What follows belongs to an exercise in optimizing a design on an open flow for small area and a short achievable clock period; a production flow would make more cautious choices.
Only simulation tests tie the RTL to the original design; equivalence was not proved.
No driver is modelled on the clock port, so clocking that relies on it looks cheaper here than on a real chip.
Power is estimated from default activity; no workload was simulated.

alpha:
// robotSensorTop
module robotSensorTop #(
	parameter int unsigned windowCycles = 500000,
	parameter int unsigned glitchTicks = 20
) (
	input  logic clk,
	input  logic reset,
	input  logic [7-1:0] encA,
	input  logic [7-1:0] encB,
	input  logic towerA,
	input  logic laserSync,
	input  logic laserSign,
	input  logic [5-1:0] limitSwitch,
	input  logic startIn,
	input  logic boardId,
	input  logic [1:0] key,
	input  logic wbCyc,
	input  logic wbStb,
	input  logic wbWe,
	input  logic [4-1:0] wbAdr,
	input  logic [16-1:0] wbDatIn,
	output logic [16-1:0] wbDatOut,
	output logic wbAck,
	output logic [1:0] irqN
);
Size in the first run: roughly 2400 cells after synthesis, roughly 600 flip-flops, about 70 I/O pins, about 27000 µm² of cells after synthesis.
==> flow/config.mk <==
export PLATFORM = sky130hd
export DESIGN_NAME = robotSensorTop
export DESIGN_NICKNAME = robotSensorTop
export VERILOG_FILES = /design/flow/design.v
export SDC_FILE = /design/flow/constraint.sdc
export NUM_CORES = 4
export LEC_CHECK = 0
export CAP_MARGIN = 20
export CORE_MARGIN = 2
export CORE_UTILIZATION = 65
export PLACE_DENSITY = 0.77
export SETUP_SLACK_MARGIN = 1.9
export SLEW_MARGIN = 20
==> flow/constraint.sdc <==
create_clock -name core_clock -period 4.0 [get_ports {clk}]
set_input_delay 0.8000 -clock core_clock [delete_from_list [all_inputs] [get_ports {clk}]]
set_output_delay 0.8000 -clock core_clock [all_outputs]
set_load 0.01 [all_outputs]
standard.sh (not shown) runs the stock make flow with config.mk's settings and CLKGATE_MAP_FILE= SYNTH_SCRIPT=/design/flow/synth_recipe.tcl, a recipe that flattens the netlist after the stock synthesis.
==> flow/flow/run.sh <==
#!/bin/bash
# The standard layout, with the port buffers as plain buffers, sizing not tied to
# footprints, clock tree synthesis without dummy loads, and extra setup repair after it
bash standard.sh MATCH_CELL_FOOTPRINT=0 "BUFFER_PORTS_ARGS=-buffer_cell sky130_fd_sc_hd__buf_2" \
  "CTS_ARGS=-sink_clustering_enable -repair_clock_nets -dont_use_dummy_load -sink_clustering_size 30 -sink_clustering_max_diameter 80" \
  POST_CTS_TCL=$(pwd)/flow/post_cts.tcl finish > standard.log 2>&1
==> flow/flow/post_cts.tcl <==
# extra setup repair after clock tree synthesis: the standard repair stops at its worst
# endpoint, so repeat it, sizing up and buffering, to reach the paths behind that one
for {set i 0} {$i < 3} {incr i} {
  repair_timing -setup -setup_margin $::env(SETUP_SLACK_MARGIN) -repair_tns 100 \
    -sequence "sizeup,swap,buffer,clone,split" -verbose
}
detailed_placement
check_placement -verbose
Setup changes, alpha to beta
==> flow/flow/run.sh <==
#!/bin/bash
# The standard layout, with the port buffers as plain buffers, sizing not tied to
# footprints, clock tree synthesis without dummy loads, and extra setup repair after it
bash standard.sh MATCH_CELL_FOOTPRINT=0 "BUFFER_PORTS_ARGS=-buffer_cell sky130_fd_sc_hd__buf_2" \
  "CTS_ARGS=-sink_clustering_enable -repair_clock_nets -dont_use_dummy_load" \
  POST_CTS_TCL=$(pwd)/flow/post_cts.tcl finish > standard.log 2>&1
diff --git a/flow/config.mk b/flow/config.mk
--- a/flow/config.mk
+++ b/flow/config.mk
@@ -11,3 +11,3 @@
 export PLACE_DENSITY = 0.77
-export SETUP_SLACK_MARGIN = 1.9
+export SETUP_SLACK_MARGIN = 1.8
 export SLEW_MARGIN = 20
### Flow results
- Die area: beta vs alpha identical
- Compared with alpha, beta shows a utilization that is 0.97 points higher.
- Compared with alpha, beta shows a final cell area excluding filler cells that is about 1.4% higher.
- Across both runs, maximum vdd drop was higher for beta than for alpha.
- Between alpha and beta, the arrival time at the worst endpoint figures differ only marginally.
- When beta is set beside alpha, its non-clock buffer instance count of the final layout turns out to be 18% smaller.
- A most common cell after layout, fill and taps aside of nor2_1 is what alpha shows, while dfxtp_1 belongs to beta.
- Going from alpha to beta, combined global-route utilization of all metal layers now sits higher, final cell count now sits higher.
Inputs modified between beta and gamma:
diff --git a/flow/flow/run.sh b/flow/flow/run.sh
--- a/flow/flow/run.sh
+++ b/flow/flow/run.sh
@@ -4,3 +4,3 @@
 bash standard.sh MATCH_CELL_FOOTPRINT=0 "BUFFER_PORTS_ARGS=-buffer_cell sky130_fd_sc_hd__buf_2" \
-  "CTS_ARGS=-sink_clustering_enable -repair_clock_nets -dont_use_dummy_load" \
+  "CTS_ARGS=-sink_clustering_enable -repair_clock_nets -dont_use_dummy_load -sink_clustering_size 30 -sink_clustering_max_diameter 80" \
   POST_CTS_TCL=$(pwd)/flow/post_cts.tcl finish > standard.log 2>&1
diff --git a/flow/config.mk b/flow/config.mk
--- a/flow/config.mk
+++ b/flow/config.mk
@@ -12,2 +12,2 @@
 export SETUP_SLACK_MARGIN = 1.8
-export SLEW_MARGIN = 20
+export SLEW_MARGIN = 70
Notes after the runs:
Summary of gamma over beta: design area fell about 1.3%, number of non-clock inverters in the layout dropped about 1.2%, per-cell routed wire length lower, portion of total power attributed to the clock network now smaller.
beta vs gamma, classification of the worst-slack hold path: input pin to flip-flop vs input pin to async pin
Re post-synthesis to final-layout area growth: gamma is 1.4 points down on beta.
Taking beta as the reference, in gamma part of the cycle the worst path needs went up by 0.94 points; via count saw a decrease.
## Diff of input files: delta against gamma
==> flow/flow/post_cts.tcl <==
# extra setup repair after clock tree synthesis: the standard repair stops at its worst
# endpoint; further passes at rising margins reach the paths behind it
foreach m {2.0 2.1 2.2} {
  repair_timing -setup -setup_margin $m -repair_tns 100 -sequence "sizeup,swap,buffer" -verbose
}
detailed_placement
check_placement -verbose
diff --git a/flow/config.mk b/flow/config.mk
--- a/flow/config.mk
+++ b/flow/config.mk
@@ -11,3 +11,3 @@
 export PLACE_DENSITY = 0.77
-export SETUP_SLACK_MARGIN = 1.8
-export SLEW_MARGIN = 70
+export SETUP_SLACK_MARGIN = 1.9
+export SLEW_MARGIN = 20
==> comparison <==
Summary — hold slack, delta relative to gamma: higher, by 190 ps.
Comparing delta against gamma, there is no change at all in post-route DRC violation count.
[compare] base=gamma new=delta: final cycle utilization of the critical path down 2.3 points, final critical path time including I/O delays and setup down 91 ps, post-route met1 wirelength up 2.7%, critical path depth down 1, register-to-register slack up 90 ps.
On overall routed net length, gamma beats delta.
delta reports its cell at the slowest stage of the critical path as dfxtp_4 while gamma reports or4_1.

separate check: timing with driven ports:
In the flow no input, the clock included, has a driving cell. The finished layouts below were timed again as built, in two steps.
Step 1 (the two cells are an assumption about what drives the block):
set clk [get_ports {clk}]
set_driving_cell -lib_cell sky130_fd_sc_hd__clkbuf_16 $clk
set_driving_cell -lib_cell sky130_fd_sc_hd__buf_2 [delete_from_list [all_inputs] $clk]
Step 2, shift: input delay + t, output delay - t, t = (earliest + latest rising clock arrival at the registers) / 2. This alone moves slack from input paths to output paths.
a / b / c = ideal / step 1 / step 2; a / b = the first two.
| run | t (ns) | setup WS [ns] | worst hold slack (ns) | worst register clock-pin slew, ns | worst data-port slew with drivers (ns) |
|---|---|---|---|---|---|
| alpha | 0.643 | 1.870 / 1.870 / 1.368 | 0.270 / 0.235 / 0.351 | 0.12 / 0.12 | 0.05 |
| beta | 0.651 | 1.836 / 1.836 / 1.379 | 0.275 / 0.246 / 0.310 | 0.06 / 0.06 | 0.04 |
| gamma | 0.638 | 1.798 / 1.798 / 1.486 | 0.079 / 0.043 / 0.310 | 0.11 / 0.11 | 0.04 |
| delta | 0.637 | 1.889 / 1.889 / 1.545 | 0.272 / 0.237 / 0.352 | 0.11 / 0.11 | 0.05 |
After both steps every run listed still meets setup and hold. The setup slack of alpha, which loses most, moves by 0.000 ns with the drivers and by -0.502 ns with both steps.
